What follows belongs to an exercise in optimizing a design on an open flow for small area; a production flow would make more cautious choices.
RTL that was checked went through simulation tests only; none was proved equivalent to the original.
Only the layout flow was run in run 2; the RTL was not checked for function there.
No driver is modelled on the clock port, so clocking that relies on it looks cheaper here than on a real chip.
No activity file was given, so power comes from the tool's default toggle rates.

===== design/flow/flow/run.sh =====
#!/bin/bash
# Own layout flow: the standard ORFS flow (standard.sh) with
#  - synthesis through flow/synth_area.tcl: the standard flow's synthesis script, except
#    that ABC maps the logic with flow/area.abc (area-oriented mapping);
#    flip-flops are mapped before ABC runs, so they are unchanged
#  - port buffers of the smallest buffer cell
#  - a clock tree without dummy loads, sink clusters from cts_args.txt,
#    then clock buffers stepped down while clock pin slews allow (cts_down.tcl)
# Every tool's output goes to the ORFS logs under orfs/logs/; make's own
# output goes to flow_make.log in the folder this runs in.
set -euo pipefail
HERE=$(cd "$(dirname "$0")" && pwd)
CTS=$(cat "$HERE/cts_args.txt")
export FLOW_ABC_SCRIPT="$HERE/area.abc"
bash standard.sh \
  SYNTH_SCRIPT="$HERE/synth_area.tcl" \
  BUFFER_PORTS_ARGS="-buffer_cell sky130_fd_sc_hd__buf_1" \
  CTS_ARGS="$CTS" \
  POST_CTS_TCL="$HERE/cts_down.tcl" \
  SKIP_REPAIR_TIE_FANOUT=1 \
  finish > flow_make.log 2>&1

===== design/flow/flow/area.abc =====
strash; dc2; dch -f; amap; topo; strash; dch -f; amap; topo

===== design/flow/flow/cts_args.txt =====
-sink_clustering_enable -repair_clock_nets -dont_use_dummy_load -buf_list sky130_fd_sc_hd__clkbuf_16 -sink_clustering_size 12 -sink_clustering_max_diameter 60

===== design/flow/flow/cts_down.tcl =====
# Run after ORFS's clock tree synthesis (POST_CTS_TCL): step clock buffers
# down one size at a time, keeping a step only while every flip-flop clock
# pin stays under the target slew with placement parasitics.
proc my_clk_max_slew {} {
  set mx 0
  foreach p [get_pins -hierarchical */CLK] {
    foreach k {slew_max_rise slew_max_fall} {
      set s [get_property $p $k]
      if {$s > $mx} { set mx $s }
    }
  }
  return $mx
}
proc my_cts_downsize { target } {
  set sizes {sky130_fd_sc_hd__clkbuf_1 sky130_fd_sc_hd__clkbuf_2 sky130_fd_sc_hd__clkbuf_4 sky130_fd_sc_hd__clkbuf_8 sky130_fd_sc_hd__clkbuf_16}
  estimate_parasitics -placement
  set n 0
  for {set pass 0} {$pass < 3} {incr pass} {
    set changed 0
    foreach inst [get_cells -hierarchical *] {
      set m [get_property $inst ref_name]
      set i [lsearch -exact $sizes $m]
      if {$i <= 0} { continue }
      set name [get_full_name $inst]
      replace_cell $name [lindex $sizes [expr {$i - 1}]]
      estimate_parasitics -placement
      if {[my_clk_max_slew] > $target} {
        replace_cell $name $m
      } else {
        incr n
        incr changed
      }
    }
    if {$changed == 0} { break }
  }
  estimate_parasitics -placement
  puts "my_cts_downsize: $n steps, largest clock pin slew [my_clk_max_slew]"
}
my_cts_downsize 0.118
detailed_placement

===== design/flow/flow/synth_area.tcl =====
proc synth {args} { yosys synth -nofsm -noshare {*}$args }
# map the logic for area: replace the ABC script of ORFS's abc call
proc abc {args} {
  set i [lsearch -exact $args -script]
  if { $i >= 0 } { set args [lreplace $args $i [expr {$i + 1}]] }
  yosys abc -script $::env(FLOW_ABC_SCRIPT) {*}$args
}
source $::env(SCRIPTS_DIR)/synth.tcl
# left out here: clear keep_hierarchy, flatten, clean up, hide names made inside functions, write 1_2_yosys.v

===== design/flow/standard.sh =====
#!/bin/bash
# synth_recipe.tcl (not shown) runs the flow's synth.tcl, then flattens the netlist and writes it again
# the make line also repeats each setting of config.mk as NAME=value (left out here)
make -C /OpenROAD-flow-scripts/flow DESIGN_CONFIG=/design/flow/config.mk WORK_HOME=/design/flow/orfs CLKGATE_MAP_FILE= SYNTH_SCRIPT=/design/flow/synth_recipe.tcl "${@:-finish}"

===== design/flow/config.mk =====
export PLATFORM = sky130hd
export DESIGN_NAME = mipsCore
export DESIGN_NICKNAME = mipsCore
export VERILOG_FILES = /design/flow/design.v
export SDC_FILE = /design/flow/constraint.sdc
export NUM_CORES = 4
export LEC_CHECK = 0
export CAP_MARGIN = 5
export CORE_MARGIN = 2
export CORE_UTILIZATION = 60
export PLACE_DENSITY = 0.7
export SLEW_MARGIN = 5

===== design/flow/constraint.sdc =====
create_clock -name core_clock -period 10.0 [get_ports {clk}]
set_input_delay 2.0000 -clock core_clock [delete_from_list [all_inputs] [get_ports {clk}]]
set_output_delay 2.0000 -clock core_clock [all_outputs]
set_load 0.01 [all_outputs]

===== design/flow/design.v =====
`timescale 1ns/1ps
package mipsIsaPkg;
    typedef logic [4:0] regIdx_t;
    typedef struct packed {
        logic [5:0] opcode;
        regIdx_t    rs;
        regIdx_t    rt;
        regIdx_t    rd;
        logic [4:0] shamt;
        logic [5:0] funct;
    } instr_t;
    localparam logic [5:0] opRtype = 6'h00;
    localparam logic [5:0] opJ     = 6'h02;
    localparam logic [5:0] opBeq   = 6'h04;
    localparam logic [5:0] opBne   = 6'h05;
    localparam logic [5:0] opAddi  = 6'h08;
    localparam logic [5:0] opAndi  = 6'h0c;
    localparam logic [5:0] opOri   = 6'h0d;
    localparam logic [5:0] fnSll   = 6'h00;
    localparam logic [5:0] fnSrl   = 6'h02;
    localparam logic [5:0] fnAdd   = 6'h20;
    localparam logic [5:0] fnSub   = 6'h22;
    localparam logic [5:0] fnAnd   = 6'h24;
    localparam logic [5:0] fnOr    = 6'h25;
    localparam logic [5:0] fnXor   = 6'h26;
    localparam logic [5:0] fnSlt   = 6'h2a;
    typedef enum logic [2:0] {
        aluAdd, aluSub, aluAnd, aluOr, aluXor, aluSlt, aluSll, aluSrl
    } aluOp_t;
endpackage
`timescale 1ns/1ps
package mipsPipePkg;
    typedef struct packed {
        logic [2:0] aluOp;       
        logic   useImm;      
        logic   regWrite;
        logic   beq;
        logic   bne;
        logic   jump;
    } ctrl_t;
    typedef struct packed {
        logic                    valid;
        ctrl_t                   ctrl;
        logic [4:0]              rs;
        logic [4:0]              rt;
        logic [32-1:0] rsVal;
        logic [32-1:0] rtVal;
        logic [32-1:0] imm;       
        logic [4:0]              dest;
        logic [4:0]              shamt;
        logic [32-1:0] nextPc;    
        logic [25:0]             jumpIdx;
    } idEx_t;
    typedef struct packed {
        logic                    valid;
        logic [4:0]              dest;
        logic [32-1:0] data;
    } wbPort_t;
endpackage
`timescale 1ns/1ps
module mipsCore (
    input  logic                    clk,
    input  logic                    rst_n,
    input  logic [31:0]             instr,
    output logic [32-1:0] instrAddr,
    output logic                    wbValid,
    output logic [4:0]              wbDest,
    output logic [32-1:0] wbData
);
    logic [4:0]  cnt;       
    logic        p2;        
    logic        clr;       
    logic [10:0] pc;        
    logic        c;         
    logic [31:1] W;         
    assign instrAddr = {19'd0, pc, 2'b00};
    logic first, last;
    assign first = (cnt == 5'd0);
    assign last  = (cnt == 5'd31);
    logic [5:0] op, fn;
    logic [4:0] rs, rt, rd, sh, dest;
    assign op = instr[31:26];
    assign rs = instr[25:21];
    assign rt = instr[20:16];
    assign rd = instr[15:11];
    assign sh = instr[10:6];
    assign fn = instr[5:0];
    logic isR, fAdd, fSub, fAnd, fOr, fXor, fSlt, fSll, fSrl;
    logic iAddi, iAndi, iOri, iBeq, iBne, iJ;
    assign isR   = (op == 6'h00);
    assign fAdd  = isR && fn == 6'h20;
    assign fSub  = isR && fn == 6'h22;
    assign fAnd  = isR && fn == 6'h24;
    assign fOr   = isR && fn == 6'h25;
    assign fXor  = isR && fn == 6'h26;
    assign fSlt  = isR && fn == 6'h2a;
    assign fSll  = isR && fn == 6'h00;
    assign fSrl  = isR && fn == 6'h02;
    assign iAddi = (op == 6'h08);
    assign iAndi = (op == 6'h0c);
    assign iOri  = (op == 6'h0d);
    assign iBeq  = (op == 6'h04);
    assign iBne  = (op == 6'h05);
    assign iJ    = (op == 6'h02);
    logic useImm, isBr, doSub, doAnd, doOr, doXor, twoPass, wr, pcMode, taken;
    assign useImm  = iAddi | iAndi | iOri;
    assign isBr    = iBeq | iBne;
    assign doSub   = fSub | fSlt;
    assign doAnd   = fAnd | iAndi;
    assign doOr    = fOr  | iOri;
    assign doXor   = fXor;
    assign twoPass = fSlt | fSll | fSrl | (isBr & taken);
    assign pcMode  = iJ | (isBr & p2);
    assign dest    = isR ? rd : rt;
    assign wr      = (fAdd | fSub | fAnd | fOr | fXor | fSlt | fSll | fSrl | useImm) && dest != 5'd0;
    logic [31:0] heads;      
    logic        d;          
    logic        wen;        
    logic [4:0]  bAddr;
    logic        aBit, bBit;
    assign heads[0] = 1'b0;
    genvar k;
    generate
        for (k = 1; k < 32; k++) begin : g_reg
            logic [31:0] r;
            assign heads[k] = r[0];
            always_ff @(posedge clk) begin
                r <= {(clr || (wen && dest == k)) ? d : r[0], r[31:1]};
            end
        end
    endgenerate
    assign bAddr = (p2 && fSll) ? rd : rt;    
    assign aBit  = heads[rs];
    assign bBit  = heads[bAddr];
    logic immBit, pcBit, opA, opB, bx, cin, sum, cout, lt, eqn, res;
    assign immBit = cnt[4] ? ((iAddi | isBr) & instr[15]) : instr[cnt[3:0]];
    assign pcBit  = (cnt < 5'd10) && pc[cnt[3:0]];
    assign opA    = pcMode ? (pcBit & !iJ) : aBit;
    assign opB    = (useImm | pcMode) ? immBit : bBit;
    assign bx     = opB ^ doSub;
    assign cin    = first ? (pcMode ? !iJ : doSub) : c;
    assign sum    = opA ^ bx ^ cin;
    assign cout   = (opA & bx) | (opA & cin) | (bx & cin);
    assign lt     = (aBit ^ bBit) ? aBit : sum;
    assign eqn    = (first | c) & (aBit == bBit);
    always_comb begin
        if (doAnd)      res = aBit & opB;
        else if (doOr)  res = aBit | opB;
        else if (doXor) res = aBit ^ opB;
        else            res = sum;
    end
    logic [31:0] V;
    logic [4:0]  tapSel, iCmp;
    logic        tap;
    assign V      = {bBit, W[31:1]};
    assign tapSel = fSll ? ~sh : sh - 5'd1;
    assign iCmp   = fSll ? cnt : ~cnt;
    assign tap    = (iCmp < sh) ? 1'b0 : V[tapSel];
    logic wPass, lastPass, wFromB, win;
    always_comb begin
        if (clr)                d = 1'b0;
        else if (fSlt)          d = first & c;
        else if (fSll | fSrl)   d = tap;
        else                    d = res;
    end
    assign lastPass = !twoPass || p2;
    assign wPass    = twoPass ? (fSll ? !p2 : p2) : 1'b1;
    assign wen      = wr && wPass;
    assign wFromB   = fSll | (fSrl & !p2);
    assign win      = wFromB ? bBit : d;
    always_ff @(posedge clk) begin
        W <= {win, W[31:2]};
        c <= (isBr & !p2) ? eqn : (last ? lt : cout);
    end
    assign wbValid = last && !clr && lastPass && wr;
    assign wbDest  = dest;
    assign wbData  = {win, W[31:1]};
    assign taken = (iBeq & eqn) | (iBne & !eqn);
    logic        pcUpd, tgtOut;
    logic [10:0] pcNext;
    assign pcUpd  = last && !clr && lastPass;
    assign tgtOut = iJ ? (|instr[25:10]) : (|{win, W[31:11]});
    always_comb begin
        pcNext = {1'b0, pc[9:0]} + {10'd0, pcUpd && !pcMode};
        pcNext[10] = pcNext[10] | pc[10];
        if (pcUpd && pcMode) pcNext = {pc[10] | tgtOut, W[10:1]};
    end
    always_ff @(posedge clk or negedge rst_n) begin
        if (!rst_n) begin
            cnt <= 5'd0;
            p2  <= 1'b0;
            clr <= 1'b1;
            pc  <= 11'd0;
        end else begin
            cnt <= cnt + 5'd1;
            pc  <= pcNext;
            if (last) begin
                clr <= 1'b0;
                if (!clr) begin
                    if (lastPass) begin
                        p2 <= 1'b0;
                    end else begin
                        p2 <= 1'b1;
                    end
                end
            end
        end
    end
endmodule

==> impl_metrics.py, run 1 <==
metrics = {
    "timing": {
        "fmax_ghz": 0.106,
        "setup-tns-final_ps": 0,
        "hold_ws_ps": 126,
        "hold_violations": 0,
        "worst_pin_slew_ps": 1090,
        "drv_slew": 0,
        "rsz0062_at_grt": "no",
        "layout_min_cycle_time_ps": 9400,
        "timing.slew.headroom_pct": 27.1,
        "finalSetupViolCount": 0,
        "fin_crit_sh_pct": 94.0,
        "finClkSkew_ps": 214,
    },
    "placed_design": {
        "io_buffers": 82,
        "gp_congestion": 0.903,
        "dp_cells": 2103,
        "hpwl_mm": 24.0,
    },
    "min_path": {
        "hold_class": "reg2reg",
        "whs_path_depth": 0,
    },
    "clock_tree": {
        "cts_sinks": 1042,
        "clock_latency_ps": 1070,
        "cts.clk_slew.worst_paths_ps": 110,
        "cts_tree": "built",
    },
    "critical_path": {
        "critPathMaxFanout": 15,
        "crit_cells": 33,
        "rr_endpoint": "pc[8]",
        "cp-endpoint": "wbData[31]",
        "crit_path_end_kind": "output port",
        "cp_data_required_time_ps": 8000,
        "start_kind": "input pin",
        "slowest_delay_ps": 450,
        "critical_path_class": "in2out",
        "reg2reg_setup_slack_ps": 4600,
        "critPathTopFamily": "compound AO/OA/AOI/OAI gates",
        "rr_startpoint": "p2",
        "crit_buf_inv": 8,
        "r2r_cells": 26,
        "slowest_stage": "fa_1",
        "crit_arrival_ps": 7400,
        "critPathLaunch": "instr[31]",
    },
    "floorplanning": {
        "core_area_um2": 38900,
        "num_rows": 72,
        "dieArea_um2": 41200,
        "start_util_pct": 61.1,
        "ioPinCount": 104,
        "die_h_um": 203,
        "die_w_um": 203,
    },
    "final_layout": {
        "syn2layout_area_growth_pct": 8.76,
        "final_nets": 1735,
        "final.fill_count": 2706,
        "stdcell_count": 2207,
        "final_common_cell": "dfxtp_1",
        "finish.utilization_pct": 66.4,
        "layout_common_cells": "1024 x dfxtp_1, 82 x buf_1, 66 x clkinv_1",
        "drive_gt1_share_pct": 7.72,
    },
    "logic_synthesis": {
        "ys_seq_area_share_pct": 88.1,
        "yosysWarnings": 1,
        "synth.distinct_cells": 41,
        "synth_top_area_share_pct": 86.2,
        "syn_area_um2": 23800,
        "postSynthCellCount": 1512,
        "yosysTopAreaCell": "dfxtp_1",
        "synth_nets": 1560,
        "ys_top_cells_by_area": "dfxtp_1 86%, dfrtp_1 1.8%, o22ai_1 1.7%",
        "synth_area_per_cell_um2": 15.7,
        "ys_ff_latch": 1042,
    },
    "grt": {
        "grt_max_degree": 34,
        "grt_pass1_wl_mm": 66.0,
        "grt_util_met2_pct": 33.9,
        "grt-ovfl-total": 0,
        "grt_pass1_vias": 11600,
        "grt.busiest_layer": "met2",
        "grt.met1_usage_pct": 28.8,
        "grt_usage_pct": 21.1,
        "use_met3_pct": 4.70,
        "antenna_found_initial": 3,
    },
    "flow_run": {
        "maxCapViolCount": 0,
    },
    "pwr": {
        "finalPower_mw": 6.41,
        "p_per_area_nw_per_um2": 248,
        "ir_drop_mv": 0.164,
        "power.leakage_nw": 9.94,
    },
    "route": {
        "vias": 11200,
        "drt_first_pass_iters": 5,
        "detail-route-antenna-nets": 0,
        "via_per_inst": 5.05,
        "drc_errors": 0,
        "post_drt_wl_per_cell_um": 19.1,
        "drtIter0Drc": 749,
        "drt-total-wl_mm": 42.2,
    },
    "run_status": {
        "status": "no timing/DRC/antenna violations",
    },
}
## report_power, final
group / internal [mW] / switching [mW] / total [mW]
Combinational: 0.0837 / 0.164 / 0.248
Clock: 0.659 / 1.19 / 1.85
Sequential: 4.22 / 0.0897 / 4.31
## how the worst min path moves through the flow
stage                                  to       startpoint  slack (ps)
final                      g_reg[2].r[20]   g_reg[2].r[21]         130
after global routing       g_reg[2].r[20]   g_reg[2].r[21]         110
after detailed placement   g_reg[10].r[9]  g_reg[10].r[10]         310
after global placement    g_reg[28].r[21]  g_reg[28].r[22]         310
after floorplan            g_reg[10].r[0]   g_reg[10].r[1]         310
## flip-flops by register name, summed over array words and instances (netlist names)
register	flops
clr	1
c	1
pc	11
p2	1
W	31
g.r	992
cnt	5
## metrics by stage
step | worst slack (ps) | cell area, um^2
5_1_grt | 15.3 | 25900
2_1_floorplan | 16.0 | 23800
3_3_place_gp | 150 | 24700
3_5_place_dp | 47.3 | 24700
6_report | 596 | 25900
## cell type report
cell class	count	area [um^2]	share of cell area, %
Clock buffer	97	1040	4.04
Timing Repair Buffer	98	428	1.65
Tap cell	518	648	2.51
Inverter	71	280	1.08
Multi-Input combinational cell	377	2500	9.65
Sequential cell	1042	21000	81.0
Antenna cell	4	10.0	0.0387
## kinds of logic (layout without fill, tap and decap cells)
family,after synthesis,after routing,synth area share (%)
flip-flops,1042,1042,88.1
other,1,5,0.0158
adder cells (fa/ha/maj),14,14,0.768
buffers and inverters,93,266,1.82
AO/OA/AOI/OAI,222,222,6.43
AND/OR/NAND/NOR,140,140,2.85
## worst register-to-register path, delay by kind of cell, from the launching register on
| kind | cells | cell delay, ps |
|---|---|---|
| buffers and inverters | 4 | 680 |
| AND/OR/NAND/NOR | 8 | 1420 |
| flip-flops | 1 | 510 |
| adder cells (fa/ha/maj) | 3 | 680 |
| AO/OA/AOI/OAI | 11 | 2010 |
## synth_stat cells
master,instances
a2111oi_0,2
a211oi_1,2
a21o_1,3
a21oi_1,17
a221oi_1,7
a22o_1,1
a22oi_1,5
a311oi_1,4
a31o_1,1
a31oi_1,11
a32o_1,1
and2_0,1
and3_1,2
buf_4,22
clkinv_1,71
conb_1,1
dfrtp_1,17
dfstp_2,1
dfxtp_1,1024
fa_1,1
ha_1,13
nand2_1,28
nand2b_1,2
nand3_1,7
nand4_1,20
nor2_1,40
nor2b_1,2
nor3_1,20
nor3b_1,1
nor4_1,9
o21a_1,2
o21ai_0,36
o21bai_1,1
o221ai_1,22
o22a_1,8
o22ai_1,65
o31ai_1,10
o32ai_1,22
o41ai_1,2
or2_0,5
or4_1,3
## layer usage
metal  wire [um]  part of all wire [%]  up-vias
met1       19300                    46     5411
met4         976                   2.3        0
met3        1910                   4.5       83
li1            -                     -     5395
met2       20100                    48      263
met5           0                     0        -
==> run 2: changes to the inputs <==
--- a/design/flow/design.v
+++ b/design/flow/design.v
@@ -73,5 +73,5 @@
     logic [10:0] pc;        
     logic        c;         
-    logic [31:1] W;         
+    logic [31:0] W;         
     assign instrAddr = {19'd0, pc, 2'b00};
     logic first, last;
@@ -120,4 +120,10 @@
     logic        aBit, bBit;
     assign heads[0] = 1'b0;
+    logic [3:0] weLo;
+    logic [7:0] weHi;
+    always_comb begin
+        for (int j = 0; j < 4; j++) weLo[j] = clr || (wen && dest[1:0] == j);
+        for (int j = 0; j < 8; j++) weHi[j] = clr || (dest[4:2] == j);
+    end
     genvar k;
     generate
@@ -126,5 +132,5 @@
             assign heads[k] = r[0];
             always_ff @(posedge clk) begin
-                r <= {(clr || (wen && dest == k)) ? d : r[0], r[31:1]};
+                r <= {(weLo[k % 4] && weHi[k / 4]) ? d : r[0], r[31:1]};
             end
         end
@@ -170,10 +176,9 @@
     assign win      = wFromB ? bBit : d;
     always_ff @(posedge clk) begin
-        W <= {win, W[31:2]};
+        W      <= {win, W[31:1]};
+        wbDest <= dest;
         c <= (isBr & !p2) ? eqn : (last ? lt : cout);
     end
-    assign wbValid = last && !clr && lastPass && wr;
-    assign wbDest  = dest;
-    assign wbData  = {win, W[31:1]};
+    assign wbData  = W;
     assign taken = (iBeq & eqn) | (iBne & !eqn);
     logic        pcUpd, tgtOut;
@@ -192,5 +197,7 @@
             clr <= 1'b1;
             pc  <= 11'd0;
+            wbValid <= 1'b0;
         end else begin
+            wbValid <= last && !clr && lastPass && wr;
             cnt <= cnt + 5'd1;
             pc  <= pcNext;
==> design/flow/flow/run.sh (replaced) <==
#!/bin/bash
# Own layout flow: the standard ORFS flow (standard.sh) with
#  - synthesis through flow/synth_multi.tcl: the standard flow's synthesis script, except
#    that ABC maps the logic once with each area-oriented script
#    flow/abc_*.script and keeps the smallest mapping; flip-flops are mapped
#    before ABC runs, so they are the same as in the standard synthesis
#  - port buffers of the smallest buffer cell
#  - a clock tree without dummy loads, sink clusters from cts_args.txt
#  - one tie cell for the constant outputs (SKIP_REPAIR_TIE_FANOUT)
# Every tool's output goes to the ORFS logs under orfs/logs/; make's own
# output goes to flow_make.log in the folder this runs in.
set -euo pipefail
HERE=$(cd "$(dirname "$0")" && pwd)
CTS=$(cat "$HERE/cts_args.txt")
FLOW_ABC_SCRIPTS=""
for f in "$HERE"/abc_*.script; do FLOW_ABC_SCRIPTS="$FLOW_ABC_SCRIPTS $f"; done
export FLOW_ABC_SCRIPTS
bash standard.sh \
  SYNTH_SCRIPT="$HERE/synth_multi.tcl" \
  BUFFER_PORTS_ARGS="-buffer_cell sky130_fd_sc_hd__buf_1" \
  CTS_ARGS="$CTS" \
  SKIP_REPAIR_TIE_FANOUT=1 \
  finish > flow_make.log 2>&1
==> design/flow/flow/abc_s3.script (new file) <==
strash; dch -f; map -a; topo; strash; dch -f; map -a; topo
==> design/flow/flow/abc_t2.script (new file) <==
strash; dch -f; amap; topo
==> design/flow/flow/abc_t7.script (new file) <==
strash; dch -f; amap; topo; strash; dch -f; amap; topo
==> design/flow/flow/abc_u2.script (new file) <==
strash; dc2; dch -f; amap; topo; strash; dch -f; amap; topo
==> design/flow/flow/abc_u3.script (new file) <==
strash; dch -f; amap -F 5 -A 5; topo; strash; dch -f; amap; topo
==> design/flow/flow/abc_w3.script (new file) <==
strash; dc2; dc2; dch -f; amap; topo; strash; dch -f; amap; topo
==> design/flow/flow/cts_args.txt (replaced) <==
-sink_clustering_enable -repair_clock_nets -dont_use_dummy_load -buf_list sky130_fd_sc_hd__clkbuf_8 -sink_clustering_size 20 -sink_clustering_max_diameter 60
==> design/flow/flow/synth_multi.tcl (new file) <==
proc synth {args} { yosys synth -nofsm -noshare {*}$args }
# ABC maps the logic once per script in FLOW_ABC_SCRIPTS (area-oriented
# scripts instead of ORFS's speed script); the smallest mapping is kept.
# Flip-flops are mapped before ABC runs, so they are the same either way.
proc my_mapped_area {} {
  set libs {}
  foreach lib $::env(LIB_FILES) { lappend libs -liberty $lib }
  set out [tee -q -s result.string stat {*}$libs]
  if {[regexp {Chip area for module '[^']*':\s+([0-9.]+)} $out -> a]} { return $a }
  return 1e18
}
proc abc {args} {
  set i [lsearch -exact $args -script]
  if { $i >= 0 } { set args [lreplace $args $i [expr {$i + 1}]] }
  yosys design -save my_pre_abc
  set best ""
  set best_area 1e18
  foreach script $::env(FLOW_ABC_SCRIPTS) {
    yosys design -load my_pre_abc
    yosys abc -script $script {*}$args
    set a [my_mapped_area]
    puts "bench abc: [file tail $script] area $a"
    if { $a < $best_area } { set best $script; set best_area $a }
  }
  yosys design -load my_pre_abc
  puts "bench abc: using [file tail $best]"
  yosys abc -script $best {*}$args
}
source $::env(SCRIPTS_DIR)/synth.tcl
# left out here: clear keep_hierarchy, flatten, clean up, hide names made inside functions, write 1_2_yosys.v
removed: design/flow/flow/area.abc
removed: design/flow/flow/cts_down.tcl
removed: design/flow/flow/synth_area.tcl
==> run 2 against run 1 <==
Against the previous run: critical endpoint is now pc[10]; sequential power is essentially flat; highest routed layer unchanged; critical path type is now in2reg; clock power shrank 8%; sequential share of layout area grew 1.3 points; via count shrank 4.1%; still clean; largest power group unchanged; total power shrank 2.2%; setup slack gained 680 ps; first-iteration DRC count shrank 31%; die area grew 0.35%; worst hold slack gained 130 ps; utilization shrank 1.5 points.
==> impl_metrics.py, run 2 <==
metrics = {
    "final_layout": {
        "drive_gt1_share_pct": 4.56,
        "largest_reg_flops": 992,
        "max_flop_register": "g.r",
        "n_antenna_cell": 0,
        "stdcell_count": 2171,
        "reg_top3": "g.r: 992 flops, W: 32 flops, pc: 11 flops",
        "syn2layout_area_growth_pct": 7.44,
        "final_common_cell": "dfxtp_1",
        "final_nets": 1696,
        "layout_common_cells": "1030 x dfxtp_1, 82 x buf_1, 70 x nor2_1",
    },
    "logic_synthesis": {
        "synth_edf_count": 0,
        "synth_top_area_share_pct": 86.4,
        "ys_seq_area_share_pct": 88.4,
        "ys_ff_latch": 1049,
        "postSynthCellCount": 1511,
        "yosysWarnings": 1,
        "syn_area_um2": 23900,
        "synth_nets": 1559,
        "ys_top_cells_by_area": "dfxtp_1 86%, dfrtp_1 1.9%, o22ai_1 1.6%",
        "synth_top_flop_cell": "dfxtp_1",
        "synth.distinct_cells": 42,
        "synth.most_common_cell": "dfxtp_1",
        "synth_area_per_cell_um2": 15.8,
        "synth_common_cells": "1030 x dfxtp_1, 70 x nor2_1, 64 x clkinv_1",
        "synthArstFlopShare_pct": 1.81,
        "yosysTopAreaCell": "dfxtp_1",
    },
    "pwr": {
        "p_sw_mw": 1.34,
        "pwr-share-seq_pct": 69.1,
        "ir_drop_mv": 0.183,
        "share_comb_of_total_power_pct": 3.7,
        "power_frac_clock_pct": 27.2,
        "power.leakage_nw": 9.89,
        "p_per_area_nw_per_um2": 245,
        "switching_share_pct": 21.4,
        "internal-power_mw": 4.93,
    },
    "route": {
        "drtIter0Drc": 516,
        "drt-total-wl_mm": 37.1,
        "via_per_inst": 4.93,
        "drt_first_pass_iters": 4,
        "post_drt_wl_per_cell_um": 17.1,
        "vias": 10700,
        "drc_errors": 0,
        "detail-route-antenna-nets": 0,
    },
    "timing": {
        "finClkSkew_ps": 92.0,
        "worst_pin_slew_ps": 1220,
        "fmax_ghz": 0.115,
        "hold_violations": 0,
        "rsz0062_at_grt": "no",
        "fin_crit_sh_pct": 87.3,
        "layout_min_cycle_time_ps": 8730,
        "drv_slew": 0,
        "timing.slew.headroom_pct": 18.3,
        "setup-tns-final_ps": 0,
        "finalSetupViolCount": 0,
    },
    "placed_design": {
        "dp_cells": 2105,
        "hpwl_mm": 23.7,
        "gp_congestion": 0.888,
        "io_buffers": 82,
    },
    "critical_path": {
        "cp_data_required_time_ps": 10500,
        "crit_path_end_kind": "register",
        "start_kind": "input pin",
        "critPathMaxFanout": 32,
        "rr_startpoint": "p2",
        "critPathLaunch": "instr[31]",
        "slowest_delay_ps": 590,
        "crit_arrival_ps": 9230,
        "slowest_stage": "o31ai_1",
        "r2r_cells": 26,
        "critical_path_class": "in2reg",
    },
    "flow_run": {
        "maxCapViolCount": 0,
    },
    "grt": {
        "grt_pass1_wl_mm": 58.2,
        "grt-ovfl-total": 0,
        "grt_pass1_vias": 10500,
        "antenna_found_initial": 1,
        "grt_usage_pct": 18.5,
        "grt_max_degree": 33,
    },
    "min_path": {
        "whs_path_depth": 0,
        "hold_start": "g_reg[19].r[31]",
        "hold_class": "reg2reg",
    },
    "floorplanning": {
        "core_area_um2": 39500,
        "num_rows": 73,
        "start_util_pct": 60.5,
        "die_w_um": 203,
        "ioPinCount": 104,
        "die_h_um": 203,
        "dieArea_um2": 41400,
    },
    "clock_tree": {
        "cts_hold_buf": 0,
        "post_cts_buffers": 0,
        "cts_tree": "built",
        "cts_resized": 0,
        "cts.clk_slew.worst_paths_ps": 110,
        "cts_max_level": 3,
        "cts_sinks": 1049,
        "numCtsBuffers": 66,
        "clock_latency_ps": 630,
        "clockBufferDepth": 3,
        "cts_root_buffer": "clkbuf_8",
    },
    "run_status": {
        "status": "no timing/DRC/antenna violations",
    },
}
==> run 2: logic make-up (layout without fill, tap and decap cells) <==
logic type,after synthesis,in the layout,synth area share [%]
fa+ha+maj,14,14,0.766
simple gates,154,154,2.83
compound gates,208,208,6.30
other cells,1,1,0.0157
flops,1049,1049,88.4
buf+inv,85,220,1.67
==> run 2: worst paths after layout <==
path / end / slack, ps
setup / recovery: pc[10] / 1270
hold / removal: g_reg[19].r[30] / 260
setup reg to reg: pc[10] / 3640
hold reg to reg: g_reg[19].r[30] / 260
max in group asynchronous: clr / 8330
min in group asynchronous: cnt[2] / 1350
==> run 2: power by group through the flow <==
stage	Sequential, mW	Clock [mW]	Combinational (mW)
2_1_floorplan	4.43	0	0.103
3_3_place_gp	4.43	0	0.236
3_5_place_dp	4.43	0	0.235
4_1_cts	4.33	1.77	0.236
5_1_grt	4.35	1.92	0.256
6_report	4.33	1.71	0.235
==> run 2: metrics by stage <==
stage                     hold WS, ps  utilization [%]  worst slack, ps  power [mW]  instance area [um^2]
after detailed placement          312             62.7              837        4.66                 24700
after CTS                         259             65.0             1420        6.34                 25600
after floorplan                   310                -              747        4.54                 23900
after global routing              259             65.0              529        6.52                 25600
final                             258             65.0             1270        6.27                 25600
after global placement            310             62.7             1140        4.66                 24700
==> run 2: layer usage <==
| metal | wire length [um] | global-route usage, % |
|---|---|---|
| met5 | 0 | 0 |
| met4 | 1060 | 6.73 |
| met2 | 16100 | 27.6 |
| met1 | 18100 | 26.7 |
| met3 | 1850 | 4.12 |
==> run 2: area by class of cell <==
cell class              instances  area (um^2)
well taps                     525          657
inverters                      64          240
repair buffers                 90          368
fillers                      2829        13800
multi-input cells             377         2360
clock buffers                  66          908
flip-flops and latches       1049        21100
==> run 2: critical path, delay by kind of cell <==
kind | cells | cell delay (ps)
AOI/OAI and AO/OA | 14 | 3010
buffers and inverters | 9 | 2010
and+or+nand+nor | 9 | 1440
adders and majority gates | 2 | 770
==> run 3: changes to the inputs <==
--- a/design/flow/design.v
+++ b/design/flow/design.v
@@ -73,5 +73,5 @@
     logic [10:0] pc;        
     logic        c;         
-    logic [31:0] W;         
+    logic [31:1] W;         
     assign instrAddr = {19'd0, pc, 2'b00};
     logic first, last;
@@ -176,9 +176,10 @@
     assign win      = wFromB ? bBit : d;
     always_ff @(posedge clk) begin
-        W      <= {win, W[31:1]};
-        wbDest <= dest;
+        W <= {win, W[31:2]};
         c <= (isBr & !p2) ? eqn : (last ? lt : cout);
     end
-    assign wbData  = W;
+    assign wbValid = last && !clr && lastPass && wr;
+    assign wbDest  = dest;
+    assign wbData  = {win, W[31:1]};
     assign taken = (iBeq & eqn) | (iBne & !eqn);
     logic        pcUpd, tgtOut;
@@ -197,7 +198,5 @@
             clr <= 1'b1;
             pc  <= 11'd0;
-            wbValid <= 1'b0;
         end else begin
-            wbValid <= last && !clr && lastPass && wr;
             cnt <= cnt + 5'd1;
             pc  <= pcNext;
==> run 3 against run 2 <==
Against the previous run: still clean on timing, DRC and antenna; via count down 0.72%; fmax down 7.8%; clock power down 6%; design area down 0.81%; sequential share of layout area up 0.11 points; clock skew up 11 ps; area after synthesis down 0.58%; synthesized cell count down 0.40%; largest power group unchanged.
==> impl_metrics.py, run 3 <==
metrics = {
    "min_path": {
        "hold_class": "reg2reg",
        "min_delay_worst_endpoint": "g_reg[29].r[2]",
        "whs_path_depth": 0,
        "hold_start": "g_reg[29].r[3]",
    },
    "timing": {
        "finClkSkew_ps": 103,
        "layout_min_cycle_time_ps": 9470,
        "fin_crit_sh_pct": 94.7,
        "timing.slew.headroom_pct": 21.6,
        "worst_pin_slew_ps": 1180,
        "hold_ws_ps": 277,
        "hold_violations": 0,
        "rsz0062_at_grt": "no",
        "finalSetupViolCount": 0,
        "setup-tns-final_ps": 0,
        "drv_slew": 0,
        "fmax_ghz": 0.106,
        "setup_ws_ps": 533,
    },
    "clock_tree": {
        "cts.clk_slew.worst_paths_ps": 110,
        "cts_root_buffer": "clkbuf_8",
        "clock_latency_ps": 700,
        "numCtsBuffers": 59,
        "cts_tree": "built",
        "cts_max_level": 2,
        "post_cts_buffers": 0,
        "clockBufferDepth": 3,
        "cts_sinks": 1042,
    },
    "placed_design": {
        "place_area_um2": 24600,
        "gp_congestion": 0.938,
        "io_buffers": 82,
        "dp_slack_ps": 132,
        "hpwl_mm": 23.5,
        "dp_cells": 2092,
    },
    "logic_synthesis": {
        "ys_ff_latch": 1042,
        "ys_top_cells_by_area": "dfxtp_1 86%, dfrtp_1 1.8%, o22ai_1 1.6%",
        "synth_area_per_cell_um2": 15.8,
        "synth_nets": 1553,
        "syn_area_um2": 23700,
        "synth.distinct_cells": 42,
        "yosysTopAreaCell": "dfxtp_1",
        "synth_common_cells": "1024 x dfxtp_1, 70 x nor2_1, 64 x clkinv_1",
        "synth_edf_count": 0,
        "synth.most_common_cell": "dfxtp_1",
        "synth_top_area_share_pct": 86.4,
        "yosysWarnings": 1,
        "synth_top_flop_cell": "dfxtp_1",
        "postSynthCellCount": 1505,
        "ys_seq_area_share_pct": 88.3,
        "synthArstFlopShare_pct": 1.73,
    },
    "final_layout": {
        "largest_reg_flops": 992,
        "max_flop_register": "g.r",
        "finish.utilization_pct": 65.5,
        "final_common_cell": "dfxtp_1",
        "reg_top3": "g.r: 992 flops, W: 31 flops, pc: 11 flops",
        "syn2layout_area_growth_pct": 7.18,
        "layout_common_cells": "1024 x dfxtp_1, 82 x buf_1, 68 x nor2_1",
        "final_area_um2": 25400,
        "final.fill_count": 2747,
        "drive_gt1_share_pct": 4.84,
        "stdcell_count": 2152,
        "final_nets": 1683,
    },
    "route": {
        "drt_first_pass_iters": 7,
        "via_per_inst": 4.94,
        "detail-route-antenna-nets": 0,
        "post_drt_wl_per_cell_um": 16.7,
        "drtIter0Drc": 510,
        "drc_errors": 0,
        "vias": 10600,
        "drt-total-wl_mm": 35.9,
    },
    "floorplanning": {
        "die_h_um": 203,
        "ioPinCount": 104,
        "num_rows": 72,
        "start_util_pct": 61.1,
        "core_area_um2": 38800,
        "die_w_um": 203,
        "dieArea_um2": 41100,
    },
    "critical_path": {
        "slowest_stage": "fa_1",
        "start_kind": "input pin",
        "critical_path_class": "in2out",
        "cp_data_required_time_ps": 8000,
        "crit_arrival_ps": 7470,
        "rr_startpoint": "p2",
        "critPathMaxFanout": 16,
        "crit_buf_inv": 6,
        "critPathTopFamily": "compound AO/OA/AOI/OAI gates",
        "rr_endpoint": "pc[10]",
        "crit_path_end_kind": "output port",
        "r2r_cells": 26,
        "slowest_delay_ps": 490,
        "reg2reg_setup_slack_ps": 4370,
    },
    "grt": {
        "grt_pass1_wl_mm": 57.0,
        "antenna_found_initial": 1,
        "grt-ovfl-total": 0,
        "grt_pass1_vias": 10500,
        "grt_usage_pct": 17.9,
        "grt_max_degree": 32,
    },
    "pwr": {
        "p_sw_mw": 1.31,
        "p_per_area_nw_per_um2": 241,
        "pwr-share-seq_pct": 70.1,
        "share_comb_of_total_power_pct": 3.8,
        "internal-power_mw": 4.83,
        "power_frac_clock_pct": 26.1,
        "switching_share_pct": 21.3,
        "ir_drop_mv": 0.183,
        "power.leakage_nw": 9.78,
        "finalPower_mw": 6.14,
    },
    "flow_run": {
        "maxCapViolCount": 0,
    },
    "run_status": {
        "status": "no timing/DRC/antenna violations",
    },
}
run 3: cell types whose count changed after synthesis:
cell | before | now
dfxtp_1 | 1030 | 1024
buf_4 | 21 | 22
dfrtp_1 | 18 | 17
run 3: cell type report:
class	count	area (um^2)	share of cell area (%)
clock buffers	59	812	3.19
well taps	518	648	2.55
diodes	1	2.50	0.00984
repair buffers	91	375	1.48
multi-input cells	377	2390	9.40
flip-flops and latches	1042	21000	82.4
inverters	64	244	0.960
run 3: worst max-delay path by stage:
stage	startpoint	endpoint	cells after the start
3_5_place_dp	instr[31]	wbData[31]	28
6_report	instr[31]	wbData[31]	28
5_1_grt	instr[31]	wbData[31]	28
3_3_place_gp	instr[31]	wbData[31]	29
4_1_cts	instr[31]	wbData[31]	29
2_1_floorplan	instr[31]	wbData[31]	27
run 3: what timing repair did:
action,in CTS,in global routing
resized for setup,0,6
hold buffers,0,0
setup endpoints to repair,0,1
run 3: routing by layer:
layer  vias to the layer above  share of wire, %  track usage, %
met4                         0               2.7            6.49
met2                       248                42            26.4
met1                      5066                50            26.5
met3                        63               5.2            3.60
li1                       5244                 -               -
met5                         -                 0               0
run 3: kinds of logic after synthesis:
logic type	synth area share, %
buf+inv	1.71
flops	88.3
fa+ha+maj	0.770
compound gates	6.34
simple gates	2.84
other cells	0.0158
run 3: worst reg2reg max path, stage by stage, from the launching register on:
cell and delay (ps):
dfrtp_1 450, ha_2 300, clkinv_1 180, o22ai_2 200
buf_4 260, o22ai_1 110, a221oi_1 350, a311oi_1 100
o31ai_2 310, clkinv_1 190, nand2_1 150, nand3_1 140
or2_0 220, a31oi_1 260, o21ai_0 220, nor2_1 160
ha_1 190, ha_1 170, clkinv_1 80, nor3_1 310
clkinv_1 140, nor3_1 290, clkinv_1 140, nor3_1 280
clkinv_1 140, nor2_1 130, a311o_1 170
run 3: power groups by stage:
stage               clock, mW  sequential, mW  combinational, mW
global placement            0            4.40              0.234
floorplan                   0            4.40              0.108
finish                   1.60            4.30              0.236
detailed placement          0            4.40              0.233
global route             1.81            4.31              0.257
CTS                      1.67            4.30              0.234
==> run 4: changes to the inputs <==
--- a/design/flow/design.v
+++ b/design/flow/design.v
@@ -186,9 +186,9 @@
     logic [10:0] pcNext;
     assign pcUpd  = last && !clr && lastPass;
-    assign tgtOut = iJ ? (|instr[25:10]) : (|{win, W[31:11]});
+    assign tgtOut = (iJ & (|instr[25:16])) | (|W[16:11]);
     always_comb begin
         pcNext = {1'b0, pc[9:0]} + {10'd0, pcUpd && !pcMode};
         pcNext[10] = pcNext[10] | pc[10];
-        if (pcUpd && pcMode) pcNext = {pc[10] | tgtOut, W[10:1]};
+        if (pcUpd && pcMode) pcNext = win ? 11'd0 : {pc[10] | tgtOut, W[10:1]};
     end
     always_ff @(posedge clk or negedge rst_n) begin
==> run 4 against run 3 <==
Against the previous run: still clean; total power shrank 0.14%; area after synthesis down 0.29%; clock skew grew 5.1 ps; combinational power shrank 3%; clock power about the same; via count down 0.10%; fmax up 2.1%; sequential cell count did not move; largest cell class unchanged.
==> impl_metrics.py, run 4 <==
metrics = {
    "run_status": {
        "status": "no timing/DRC/antenna violations",
    },
    "route": {
        "detail-route-antenna-nets": 0,
        "post_drt_wl_per_cell_um": 16.0,
        "drt_first_pass_iters": 4,
        "vias": 10600,
        "drt-total-wl_mm": 34.8,
        "via_per_inst": 4.87,
        "drtIter0Drc": 534,
        "drc_errors": 0,
    },
    "timing": {
        "timing.slew.headroom_pct": 16.7,
        "setup-tns-final_ps": 0,
        "finClkSkew_ps": 108,
        "worst_pin_slew_ps": 1230,
        "layout_min_cycle_time_ps": 9270,
        "drv_slew": 0,
        "fmax_ghz": 0.108,
        "finalSetupViolCount": 0,
        "fin_crit_sh_pct": 92.7,
        "hold_violations": 0,
        "rsz0062_at_grt": "no",
    },
    "logic_synthesis": {
        "synthArstFlopShare_pct": 1.73,
        "postSynthCellCount": 1531,
        "synthSimpleGateAreaFrac_pct": 3.31,
        "synth_top_flop_cell": "dfxtp_1",
        "synth_edf_count": 0,
        "synth_top_area_share_pct": 86.7,
        "yosysTopAreaCell": "dfxtp_1",
        "synthAdderAreaFrac_pct": 0.772,
        "yosysWarnings": 1,
        "syn_area_um2": 23700,
        "synth.distinct_cells": 42,
        "synth_area_per_cell_um2": 15.4,
        "synth_top_family_by_area": "compound AO/OA/AOI/OAI gates",
        "synth_common_cells": "1024 x dfxtp_1, 114 x nor2_1, 75 x o22ai_1",
        "synthXorXnorAreaFrac_pct": 0,
        "ys_top_cells_by_area": "dfxtp_1 87%, o22ai_1 2.0%, nor2_1 1.8%",
        "synth-compound-area-share_pct": 5.75,
        "synth_nets": 1579,
        "muxShareOfSynthArea_pct": 0,
        "ys_ff_latch": 1042,
        "ys_seq_area_share_pct": 88.6,
        "synth.most_common_cell": "dfxtp_1",
    },
    "final_layout": {
        "final_common_cell": "dfxtp_1",
        "drive_gt1_share_pct": 4.40,
        "reg_top3": "g.r: 992 flops, W: 31 flops, pc: 11 flops",
        "stdcell_count": 2177,
        "max_flop_register": "g.r",
        "syn2layout_area_growth_pct": 7.25,
        "final_nets": 1708,
        "largest_reg_flops": 992,
        "layout_common_cells": "1024 x dfxtp_1, 114 x nor2_1, 82 x buf_1",
    },
    "clock_tree": {
        "cts_sinks": 1042,
        "cts_tree": "built",
        "cts_max_level": 2,
        "numCtsBuffers": 60,
        "clock_latency_ps": 690,
        "clockBufferDepth": 3,
        "cts_root_buffer": "clkbuf_8",
        "cts.clk_slew.worst_paths_ps": 110,
        "post_cts_buffers": 0,
    },
    "flow_run": {
        "maxCapViolCount": 0,
    },
    "pwr": {
        "finalPower_mw": 6.13,
        "p_per_area_nw_per_um2": 242,
        "ir_drop_mv": 0.170,
        "power.leakage_nw": 9.82,
    },
    "grt": {
        "grt_max_degree": 32,
        "grt-ovfl-total": 0,
        "grt_usage_pct": 17.4,
        "grt_pass1_wl_mm": 55.2,
        "antenna_found_initial": 7,
        "grt_pass1_vias": 10300,
    },
    "critical_path": {
        "crit_top_cell": "clkinv_1",
        "cp_data_required_time_ps": 8000,
        "crit_buf_inv": 6,
        "crit_path_end_kind": "output port",
        "critPathTopFamily": "compound AO/OA/AOI/OAI gates",
        "critical_path_class": "in2out",
        "slowest_delay_ps": 450,
        "crit_arrival_ps": 7270,
        "critPathMaxFanout": 16,
        "slowest_stage": "fa_1",
        "start_kind": "input pin",
    },
    "floorplanning": {
        "num_rows": 72,
        "ioPinCount": 104,
        "die_w_um": 203,
        "dieArea_um2": 41000,
        "die_h_um": 203,
        "start_util_pct": 61.1,
        "core_area_um2": 38700,
    },
    "placed_design": {
        "hpwl_mm": 23.1,
        "io_buffers": 82,
        "gp_congestion": 0.905,
        "dp_cells": 2116,
    },
    "min_path": {
        "hold_class": "reg2reg",
    },
}
run 4: cell count changes after synthesis, sizes merged, moves of 5 or more:
cell and delta:
a21oi +23, a22oi -5, clkinv -9, nor2 +44, nor3 -5, nor4 -6
o221ai -10, o22a -5, o22ai +15, o32a -27
run 4: cell families (layout without fill, tap and decap cells):
kind of cell | Yosys count | count (layout)
AOI/OAI and AO/OA | 211 | 211
DFF | 1042 | 1042
other | 1 | 2
and+or+nand+nor | 186 | 186
adders and majority gates | 14 | 14
buffers and inverters | 77 | 204
run 4: what timing repair did:
item / in CTS / in global routing
setup endpoints to repair: 0 / 1
resized for setup: 0 / 5
endpoints found under the hold margin: 0 / 0
hold buffers: 0 / 0
run 4: cell type report:
class                      instances  area (um^2)
multi-input combinational        412         2370
clock buffer                      60          826
tap                              518          648
fill                            2745        13400
sequential                      1042        21000
antenna                            1         2.50
timing repair buffer              89          360
inverter                          55          206
run 4: worst paths after layout:
kind | end | cells past startpoint | from | slack (ps)
worst max-delay path | wbData[31] | 27 | instr[31] | 730
max in group asynchronous | p2 | 1 | rst_n | 7760
min in group asynchronous | pc[6] | 1 | rst_n | 1530
worst min register to register | g_reg[3].r[1] | 0 | g_reg[3].r[2] | 280
worst max register to register | pc[10] | 26 | p2 | 4300
worst min-delay path | g_reg[3].r[1] | 0 | g_reg[3].r[2] | 280
run 4: worst register-to-register path: stages (launching register included):
cell and delay [ps]:
dfrtp_1 490, ha_2 320, clkinv_1 200, o22ai_4 260, clkinv_1 410, o22ai_1 290
o22ai_1 100, o22a_1 200, a211oi_1 280, a31oi_2 120, clkinv_1 90, nor2_1 50
nor2_1 190, nand3_1 90, a31oi_1 290, o21ai_0 250, nor2_1 250, ha_1 220
ha_1 180, clkinv_1 80, nor3_1 190, nand2_1 100, nor2_1 190, clkinv_1 120
nor4_1 430, a21oi_1 150, o32ai_1 120
run 4: per-layer routing:
| layer | vias to the layer above | share of wire [%] | GRT usage (%) |
|---|---|---|---|
| met2 | 262 | 43 | 26.1 |
| met3 | 71 | 5.5 | 3.58 |
| li1 | 5254 | - | - |
| met1 | 5015 | 49 | 25.0 |
| met4 | 8 | 2.8 | 6.96 |
| met5 | - | 0.18 | 0 |
run 4: metrics by stage:
step / area, um^2 / utilization, % / hold slack [ps] / setup WS [ps]
CTS: 25300 / 65.4 / 277 / 264
floorplan: 23700 / - / 310 / 19.2
global route: 25400 / 65.5 / 280 / 62.4
finish: 25400 / 65.5 / 278 / 730
global placement: 24500 / 63.3 / 310 / 491
detailed placement: 24500 / 63.3 / 312 / 294
run 4: power by group:
| part | leakage, nW | total [mW] | internal, mW | switching (mW) |
|---|---|---|---|---|
| combinational | 0.905 | 0.230 | 0.0754 | 0.155 |
| sequential | 8.48 | 4.29 | 4.22 | 0.0679 |
| clock | 0.431 | 1.61 | 0.539 | 1.07 |
==> run 5: changes to the inputs <==
==> design/flow/flow/cts_args.txt (replaced) <==
-sink_clustering_enable -repair_clock_nets -dont_use_dummy_load -buf_list sky130_fd_sc_hd__clkbuf_8 -sink_clustering_size 22 -sink_clustering_max_diameter 80
==> run 5 against run 4 <==
Against the previous run: sequential power hardly changed; area after synthesis did not move; count of clock-buffer cells in the layout is 7 lower; critical path depth did not move; wire length up 0.30%; worst hold slack worse by 12 ps; die area is the same; synthesized cell count stayed put; utilization is 0.24 points lower; combinational power is essentially flat; largest cell class unchanged; highest routed layer unchanged.
==> impl_metrics.py, run 5 <==
metrics = {
    "final_layout": {
        "final.fill_count": 2749,
        "final_common_cell": "dfxtp_1",
        "reg_top3": "g.r: 992 flops, W: 31 flops, pc: 11 flops",
        "max_flop_register": "g.r",
        "largest_reg_flops": 992,
        "drive_gt1_share_pct": 4.00,
        "finish.utilization_pct": 65.2,
        "syn2layout_area_growth_pct": 6.86,
        "final_nets": 1701,
        "layout_common_cells": "1024 x dfxtp_1, 114 x nor2_1, 82 x buf_1",
    },
    "route": {
        "drt_first_pass_iters": 5,
        "via_per_inst": 4.84,
        "drc_errors": 0,
        "detail-route-antenna-nets": 0,
        "drt-total-wl_mm": 34.9,
        "vias": 10500,
        "drtIter0Drc": 506,
        "post_drt_wl_per_cell_um": 16.1,
    },
    "timing": {
        "fmax_ghz": 0.108,
        "hold_violations": 0,
        "layout_min_cycle_time_ps": 9290,
        "finalSetupViolCount": 0,
        "timing.slew.headroom_pct": 15.7,
        "setup-tns-final_ps": 0,
        "rsz0062_at_grt": "no",
        "drv_slew": 0,
        "worst_pin_slew_ps": 1250,
        "finClkSkew_ps": 94.5,
        "fin_crit_sh_pct": 92.9,
    },
    "logic_synthesis": {
        "ys_top_cells_by_area": "dfxtp_1 87%, o22ai_1 2.0%, nor2_1 1.8%",
        "ys_seq_area_share_pct": 88.6,
        "yosysTopAreaCell": "dfxtp_1",
        "synth.most_common_cell": "dfxtp_1",
        "postSynthCellCount": 1531,
        "ys_ff_latch": 1042,
        "synth.distinct_cells": 42,
        "syn_area_um2": 23700,
        "synth_nets": 1579,
        "synth_top_area_share_pct": 86.7,
        "synth_common_cells": "1024 x dfxtp_1, 114 x nor2_1, 75 x o22ai_1",
        "synth_top_flop_cell": "dfxtp_1",
        "synth_area_per_cell_um2": 15.4,
        "synth_edf_count": 0,
        "yosysWarnings": 1,
        "synthArstFlopShare_pct": 1.73,
    },
    "floorplanning": {
        "die_w_um": 203,
        "ioPinCount": 104,
        "dieArea_um2": 41000,
        "die_h_um": 203,
        "num_rows": 72,
        "start_util_pct": 61.1,
        "core_area_um2": 38700,
    },
    "critical_path": {
        "crit_arrival_ps": 7290,
        "critical_path_class": "in2out",
        "slowest_stage": "fa_1",
        "critPathMaxFanout": 16,
        "start_kind": "input pin",
        "crit_top_cell": "clkinv_1",
        "slowest_delay_ps": 450,
        "cp_data_required_time_ps": 8000,
        "crit_path_end_kind": "output port",
    },
    "clock_tree": {
        "cts_max_level": 2,
        "clock_latency_ps": 690,
        "numCtsBuffers": 53,
        "cts_tree": "built",
        "cts_root_buffer": "clkbuf_8",
        "cts.clk_slew.worst_paths_ps": 120,
        "cts_hold_buf": 0,
        "clockBufferDepth": 3,
        "cts_sinks": 1042,
    },
    "placed_design": {
        "gp_congestion": 0.905,
        "hpwl_mm": 23.1,
        "io_buffers": 82,
    },
    "grt": {
        "grt_pass1_wl_mm": 55.4,
        "grt_max_degree": 32,
        "antenna_found_initial": 7,
        "grt_usage_pct": 17.5,
        "grt-ovfl-total": 0,
        "grt_pass1_vias": 10300,
    },
    "run_status": {
        "status": "no timing/DRC/antenna violations",
    },
    "min_path": {
        "hold_class": "reg2reg",
    },
    "pwr": {
        "power.leakage_nw": 9.77,
        "p_per_area_nw_per_um2": 240,
        "ir_drop_mv": 0.175,
    },
    "flow_run": {
        "maxCapViolCount": 0,
    },
}
==> run 5: cell counts after synthesis <==
Identical to the previous run, type by type.
==> run 5: layer usage <==
layer / vias up / GRT usage (%) / part of all wire, %
li1: 5236 / - / -
met1: 4941 / 25.4 / 49
met2: 247 / 25.7 / 42
met3: 81 / 3.43 / 4.8
met4: 6 / 7.66 / 3.3
met5: - / 0 / 0.097
==> run 5: cell type report <==
type | instances | area (um^2) | share of cell area [%]
timing repair buffer | 89 | 360 | 1.43
antenna | 2 | 5.00 | 0.0198
multi-input combinational | 412 | 2370 | 9.39
inverter | 55 | 206 | 0.817
sequential | 1042 | 21000 | 82.9
tap | 518 | 648 | 2.56
clock buffer | 53 | 729 | 2.89
==> run 5: worst max-delay path, delay by kind of cell <==
family                     cells  cell delay (ps)
and+or+nand+nor                6             1200
AOI/OAI and AO/OA             13             2270
adders and majority gates      2              760
buffers and inverters          6             1050
==> run 5: timing repair <==
item	CTS	global route
setup endpoints to repair	0	1
hold endpoints to repair	0	0
gates resized for setup	0	5
buffers inserted	0	0
==> run 5: power breakdown <==
group / total (mW) / leakage, nW / internal (mW) / switching, mW
registers: 4.29 / 8.48 / 4.22 / 0.0679
clock network: 1.54 / 0.381 / 0.480 / 1.06
logic: 0.230 / 0.905 / 0.0753 / 0.155
==> run 5: final timing paths <==
check,start,end,slack [ps],cells after the start
worst max-delay path,instr[31],wbData[31],710,27
worst min register to register,g_reg[20].r[2],g_reg[20].r[1],270,0
max in group asynchronous,rst_n,pc[0],7780,1
worst min-delay path,g_reg[20].r[2],g_reg[20].r[1],270,0
worst max register to register,p2,pc[10],4180,26
min in group asynchronous,rst_n,pc[7],1550,1
==> run 5: through the flow <==
| step | cells | power, mW | cell area (um^2) | hold slack, ps | worst slack [ps] |
|---|---|---|---|---|---|
| floorplan | 1531 | 4.50 | 23700 | 310 | 19.2 |
| global placement | 2116 | 4.61 | 24500 | 310 | 491 |
| detailed placement | 2116 | 4.61 | 24500 | 312 | 294 |
| CTS | 2169 | 6.13 | 25200 | 268 | 264 |
| global route | 2171 | 6.31 | 25300 | 274 | 62.4 |
| finish | 2171 | 6.06 | 25300 | 267 | 708 |
==> run 5: kinds of logic after synthesis <==
family | synth area share [%]
AOI/OAI and AO/OA | 5.75
adders and majority gates | 0.772
buffers and inverters | 1.57
DFF | 88.6
other | 0.0159
and+or+nand+nor | 3.31
==> run 6: changes to the inputs <==
--- a/design/flow/design.v
+++ b/design/flow/design.v
@@ -120,9 +120,10 @@
     logic        aBit, bBit;
     assign heads[0] = 1'b0;
-    logic [3:0] weLo;
+    logic [3:0] weLo, dLo;
     logic [7:0] weHi;
     always_comb begin
         for (int j = 0; j < 4; j++) weLo[j] = clr || (wen && dest[1:0] == j);
         for (int j = 0; j < 8; j++) weHi[j] = clr || (dest[4:2] == j);
+        for (int j = 0; j < 4; j++) dLo[j] = weLo[j] & d;
     end
     genvar k;
@@ -132,5 +133,5 @@
             assign heads[k] = r[0];
             always_ff @(posedge clk) begin
-                r <= {(weLo[k % 4] && weHi[k / 4]) ? d : r[0], r[31:1]};
+                r <= {(dLo[k % 4] & weHi[k / 4]) | (r[0] & !(weLo[k % 4] & weHi[k / 4])), r[31:1]};
             end
         end
==> design/flow/flow/cts_args.txt (replaced) <==
-sink_clustering_enable -repair_clock_nets -dont_use_dummy_load -buf_list sky130_fd_sc_hd__clkbuf_8 -sink_clustering_size 21 -sink_clustering_max_diameter 70
==> run 6 against run 5 <==
Against the previous run: register-to-register slack improved by 250 ps; clock power is essentially flat; sequential power about the same; count of clock-buffer cells in the layout rose by 3; global-route usage decreased by 0.37 points; first-iteration DRC count up 16%; non-clock buffer count up 1; largest cell class unchanged; worst hold slack improved by 38 ps; utilization about the same; setup slack worse by 280 ps; critical path depth decreased by 1.
==> impl_metrics.py, run 6 <==
metrics = {
    "run_status": {
        "status": "no timing/DRC/antenna violations",
    },
    "placed_design": {
        "dp_slack_ps": 97.1,
        "gp_congestion": 0.849,
        "io_buffers": 82,
        "hpwl_mm": 22.6,
        "place_area_um2": 24500,
        "dp_cells": 2085,
    },
    "logic_synthesis": {
        "yosysWarnings": 1,
        "synth_area_per_cell_um2": 15.7,
        "postSynthCellCount": 1501,
        "yosysTopAreaCell": "dfxtp_1",
        "synth_common_cells": "1024 x dfxtp_1, 77 x o21ai_0, 74 x o22ai_1",
        "ys_top_cells_by_area": "dfxtp_1 87%, o22ai_1 2.0%, dfrtp_1 1.8%",
        "syn_area_um2": 23600,
        "synth_top_area_share_pct": 86.8,
        "ys_ff_latch": 1042,
        "synth_edf_count": 0,
        "synth.distinct_cells": 44,
        "synth_top_flop_cell": "dfxtp_1",
        "ys_seq_area_share_pct": 88.7,
        "synth_nets": 1549,
        "synthArstFlopShare_pct": 1.73,
        "synth.most_common_cell": "dfxtp_1",
    },
    "timing": {
        "worst_pin_slew_ps": 1090,
        "finClkSkew_ps": 92.3,
        "timing.slew.headroom_pct": 27.1,
        "rsz0062_at_grt": "no",
        "hold_violations": 0,
        "drv_slew": 0,
        "setup-tns-final_ps": 0,
        "fin_crit_sh_pct": 95.7,
        "layout_min_cycle_time_ps": 9570,
        "setup_ws_ps": 431,
        "finalSetupViolCount": 0,
        "hold_ws_ps": 304,
        "fmax_ghz": 0.105,
    },
    "flow_run": {
        "maxCapViolCount": 0,
    },
    "grt": {
        "grt_usage_pct": 17.1,
        "grt_max_degree": 22,
        "antenna_found_initial": 5,
        "grt_pass1_vias": 10100,
        "grt-ovfl-total": 0,
        "grt_pass1_wl_mm": 54.2,
    },
    "clock_tree": {
        "cts_tree": "built",
        "cts_max_level": 2,
        "cts.clk_slew.worst_paths_ps": 110,
        "cts_sinks": 1042,
        "clock_latency_ps": 670,
        "clockBufferDepth": 3,
        "cts_hold_buf": 0,
        "cts_root_buffer": "clkbuf_8",
        "numCtsBuffers": 56,
    },
    "floorplanning": {
        "die_h_um": 202,
        "start_util_pct": 61.0,
        "ioPinCount": 104,
        "num_rows": 72,
        "core_area_um2": 38700,
        "die_w_um": 202,
        "dieArea_um2": 41000,
    },
    "critical_path": {
        "critPathMaxFanout": 8,
        "crit_top_cell": "o22ai_1",
        "critical_path_class": "in2out",
        "start_kind": "input pin",
        "r2r_cells": 20,
        "critPathTopFamily": "compound AO/OA/AOI/OAI gates",
        "crit_arrival_ps": 7570,
        "slowest_stage": "fa_1",
        "crit_cells": 26,
        "cp_data_required_time_ps": 8000,
        "crit_buf_inv": 6,
        "slowest_delay_ps": 460,
        "crit_path_end_kind": "output port",
    },
    "final_layout": {
        "final.fill_count": 2747,
        "final_common_cell": "dfxtp_1",
        "max_flop_register": "g.r",
        "stdcell_count": 2148,
        "reg_top3": "g.r: 992 flops, W: 31 flops, pc: 11 flops",
        "syn2layout_area_growth_pct": 7.08,
        "final_nets": 1676,
        "final_area_um2": 25300,
        "layout_common_cells": "1024 x dfxtp_1, 82 x buf_1, 76 x o21ai_0",
        "drive_gt1_share_pct": 4.43,
        "largest_reg_flops": 992,
    },
    "route": {
        "detail-route-antenna-nets": 0,
        "vias": 10500,
        "drtIter0Drc": 588,
        "via_per_inst": 4.90,
        "post_drt_wl_per_cell_um": 16.0,
        "drt-total-wl_mm": 34.4,
        "drt_first_pass_iters": 5,
        "drc_errors": 0,
    },
    "pwr": {
        "power.leakage_nw": 9.76,
        "p_per_area_nw_per_um2": 240,
        "ir_drop_mv": 0.172,
    },
    "min_path": {
        "hold_class": "reg2reg",
        "whs_path_depth": 0,
    },
}
[run 6: repair_timing]
item,4_1_cts,5_1_grt
endpoints found under the setup margin,0,1
gates resized for setup,0,8
setup buffers,0,2
[run 6: final cells by class]
class | instances | area, um^2 | area share [%]
sequential | 1042 | 21000 | 82.8
multi-input combinational | 375 | 2300 | 9.09
clock buffer | 56 | 771 | 3.05
tap | 518 | 648 | 2.56
timing repair buffer | 90 | 368 | 1.45
inverter | 62 | 236 | 0.935
antenna | 4 | 10.0 | 0.0396
timing repair inverter | 1 | 7.51 | 0.0297
[run 6: through the flow]
stage | power, mW | util (%)
after floorplan | 4.49 | -
final | 6.07 | 65.3
after global placement | 4.58 | 63.1
after global routing | 6.30 | 65.3
after CTS | 6.13 | 65.1
after detailed placement | 4.59 | 63.1
[run 6: path summary, 6_finish.rpt]
path / start / endpoint / slack (ps)
max: instr[31] / wbData[31] / 430
min: g_reg[13].r[5] / g_reg[13].r[4] / 300
max reg2reg: p2 / g_reg[13].r[31] / 4430
min reg2reg: g_reg[13].r[5] / g_reg[13].r[4] / 300
max in group asynchronous: rst_n / cnt[4] / 7740
min in group asynchronous: rst_n / pc[10] / 1520
[run 6: logic make-up after synthesis]
kind of cell	Yosys count	synth area share, %
AND/OR/NAND/NOR	122	2.40
buffers and inverters	84	1.68
AO/OA/AOI/OAI	238	6.43
flip-flops	1042	88.7
other	1	0.0159
adder cells (fa/ha/maj)	14	0.773
[run 6: report_power, final]
group | internal (mW) | total, mW | switching [mW]
Sequential | 4.22 | 4.28 | 0.0641
Combinational | 0.0786 | 0.213 | 0.134
Clock | 0.506 | 1.57 | 1.07
Total | 4.80 | 6.07 | 1.27
[run 6: per-layer routing]
layer | global-route usage, % | part of all wire, % | up-vias
met5 | 0 | 0.026 | -
met4 | 7.98 | 3.2 | 2
met3 | 3.51 | 6.1 | 81
met2 | 24.8 | 42 | 330
met1 | 24.9 | 49 | 4914
li1 | - | - | 5189
==> run 7: changes to the inputs <==
==> design/flow/flow/cts_args.txt (replaced) <==
-sink_clustering_enable -repair_clock_nets -dont_use_dummy_load -buf_list sky130_fd_sc_hd__clkbuf_8 -sink_clustering_size 20 -sink_clustering_max_diameter 60
--- a/design/flow/config.mk
+++ b/design/flow/config.mk
@@ -9,4 +9,4 @@
 export CORE_MARGIN = 2
 export CORE_UTILIZATION = 60
-export PLACE_DENSITY = 0.7
+export PLACE_DENSITY = 0.85
 export SLEW_MARGIN = 5
==> run 7 against run 6 <==
Against the previous run: total power grew 1.1%; critical path depth grew 1; wire length is 8.4% higher; sequential cell count is the same; count of clock-buffer cells in the layout grew 5; worst hold slack got worse by 32 ps; clock power is 4% higher; combinational power hardly changed; area after synthesis unchanged; highest routed layer is now met4; sequential share of layout area decreased by 0.18 points; non-clock buffer count grew 1.
==> impl_metrics.py, run 7 <==
metrics = {
    "clock_tree": {
        "cts_root_buffer": "clkbuf_8",
        "cts.clk_slew.worst_paths_ps": 100,
        "clock_latency_ps": 700,
        "cts_max_level": 2,
        "numCtsBuffers": 61,
        "cts_sinks": 1042,
        "cts_tree": "built",
        "cts_hold_buf": 0,
    },
    "logic_synthesis": {
        "yosysTopAreaCell": "dfxtp_1",
        "synth_common_cells": "1024 x dfxtp_1, 77 x o21ai_0, 74 x o22ai_1",
        "synth_top_area_share_pct": 86.8,
        "synth.most_common_cell": "dfxtp_1",
        "synth_area_per_cell_um2": 15.7,
        "ys_top_cells_by_area": "dfxtp_1 87%, o22ai_1 2.0%, dfrtp_1 1.8%",
        "synth_edf_count": 0,
        "synth.distinct_cells": 44,
        "postSynthCellCount": 1501,
        "yosysWarnings": 1,
        "synth_top_flop_cell": "dfxtp_1",
        "synthArstFlopShare_pct": 1.73,
        "synth_nets": 1549,
    },
    "pwr": {
        "power.leakage_nw": 9.80,
        "ir_drop_mv": 0.177,
        "finalPower_mw": 6.14,
    },
    "floorplanning": {
        "start_util_pct": 61.0,
        "num_rows": 72,
        "core_area_um2": 38700,
        "die_h_um": 202,
        "die_w_um": 202,
        "ioPinCount": 104,
    },
    "route": {
        "via_per_inst": 4.92,
        "drtIter0Drc": 828,
        "drc_errors": 0,
        "post_drt_wl_per_cell_um": 17.4,
        "drt-total-wl_mm": 37.3,
    },
    "final_layout": {
        "drive_gt1_share_pct": 4.72,
        "max_flop_register": "g.r",
        "regArea_um2": 21000,
        "syn2layout_area_growth_pct": 7.30,
        "multiInputGateArea_um2": 2290,
        "final_area_um2": 25300,
        "reg_top3": "g.r: 992 flops, W: 31 flops, pc: 11 flops",
        "finish.utilization_pct": 65.4,
        "final_nets": 1681,
    },
    "min_path": {
        "hold_class": "reg2reg",
    },
    "timing": {
        "layout_min_cycle_time_ps": 9530,
        "timing.slew.headroom_pct": 29.6,
        "hold_violations": 0,
        "fin_crit_sh_pct": 95.3,
        "worst_pin_slew_ps": 1050,
        "rsz0062_at_grt": "no",
        "finalSetupViolCount": 0,
        "fmax_ghz": 0.105,
        "drv_slew": 0,
    },
    "flow_run": {
        "maxCapViolCount": 0,
    },
    "grt": {
        "grt.busiest_layer": "met2",
        "grt_usage_pct": 18.8,
        "grt.met1_usage_pct": 26.2,
        "grt_pass1_wl_mm": 59.2,
        "grt_pass1_vias": 10800,
        "grt_util_met2_pct": 29.9,
        "antenna_found_initial": 3,
        "use_met3_pct": 3.37,
    },
    "critical_path": {
        "critical_path_class": "in2out",
        "crit_path_end_kind": "output port",
        "critPathMaxFanout": 9,
        "cp_data_required_time_ps": 8000,
        "start_kind": "input pin",
    },
    "placed_design": {
        "io_buffers": 82,
        "gp_congestion": 0.946,
    },
    "run_status": {
        "status": "no timing/DRC/antenna violations",
    },
}
-- run 7: cell types whose count changed in the layout (fill, tap and decap cells not counted), sizes merged --
cell | before | now
clkbuf | 56 | 61
clkinvlp | 2 | 1
buf | 90 | 91
diode | 4 | 1
-- run 7: metal layers --
metal | wire length (um) | up-vias
met1 | 17400 | 4956
met5 | 0 | -
li1 | - | 5193
met3 | 2180 | 83
met4 | 1040 | 0
met2 | 16700 | 336
-- run 7: cell families after synthesis --
family / Yosys count / share of synthesized area, %
flip-flops: 1042 / 88.7
AO/OA/AOI/OAI: 238 / 6.43
AND/OR/NAND/NOR: 122 / 2.40
buffers and inverters: 84 / 1.68
adder cells (fa/ha/maj): 14 / 0.773
other: 1 / 0.0159
-- run 7: path summary, 6_finish.rpt --
path / startpoint / to / slack [ps] / cells past startpoint
max: instr[31] / wbData[31] / 470 / 27
min in group asynchronous: rst_n / cnt[3] / 1490 / 1
min: g_reg[5].r[18] / g_reg[5].r[17] / 270 / 0
max in group asynchronous: rst_n / cnt[0] / 7830 / 1
min reg2reg: g_reg[5].r[18] / g_reg[5].r[17] / 270 / 0
max reg2reg: cnt[0] / g_reg[8].r[31] / 4440 / 17
-- run 7: final cells by class --
type	count	share of cell area (%)
sequential	1042	82.7
multi-input combinational	375	9.04
clock buffer	61	3.31
tap	518	2.56
timing repair buffer	91	1.48
inverter	62	0.933
antenna	1	0.00987
-- run 7: critical path, stage by stage --
cell and delay (ps):
buf_1 60, or2_0 320, or3_1 370, nor2_1 180
nand3_1 220, nor2_2 180, ha_2 260, clkinv_1 170
o22ai_2 200, clkinvlp_4 200, buf_4 200, o22ai_1 150
o22ai_1 100, o22a_1 160, a211oi_1 230, a31oi_1 60
buf_4 170, a21oi_1 230, clkinv_1 130, o22ai_1 210
fa_1 470, o21ai_0 180, a21oi_1 90, o31ai_1 320
o221ai_2 230, o21ai_2 240, buf_1 180
-- run 7: stage by stage --
step / std cells / setup WS (ps)
2_1_floorplan: 1501 / 267
3_3_place_gp: 2086 / 236
3_5_place_dp: 2086 / 14.0
4_1_cts: 2147 / 102
5_1_grt: 2149 / 3.27
6_report: 2150 / 475
-- run 7: repair_timing --
| item | CTS | global route |
|---|---|---|
| resized for setup | 1 | 5 |
| setup buffers | 0 | 2 |
| setup endpoints to repair | 1 | 1 |
-- run 7: report_power, final --
group	switching [mW]	internal, mW	total [mW]
clock	1.09	0.547	1.63
combinational	0.135	0.0794	0.215
sequential	0.0674	4.22	4.29
total	1.29	4.85	6.14

Setup slack of run 7, layout unchanged: 0.475 ns with ideal ports, 0.453 ns with driving cells assumed (clock clkbuf_16, inputs buf_2), 0.453 ns with port delays also shifted by the 0.696 ns mid clock arrival.
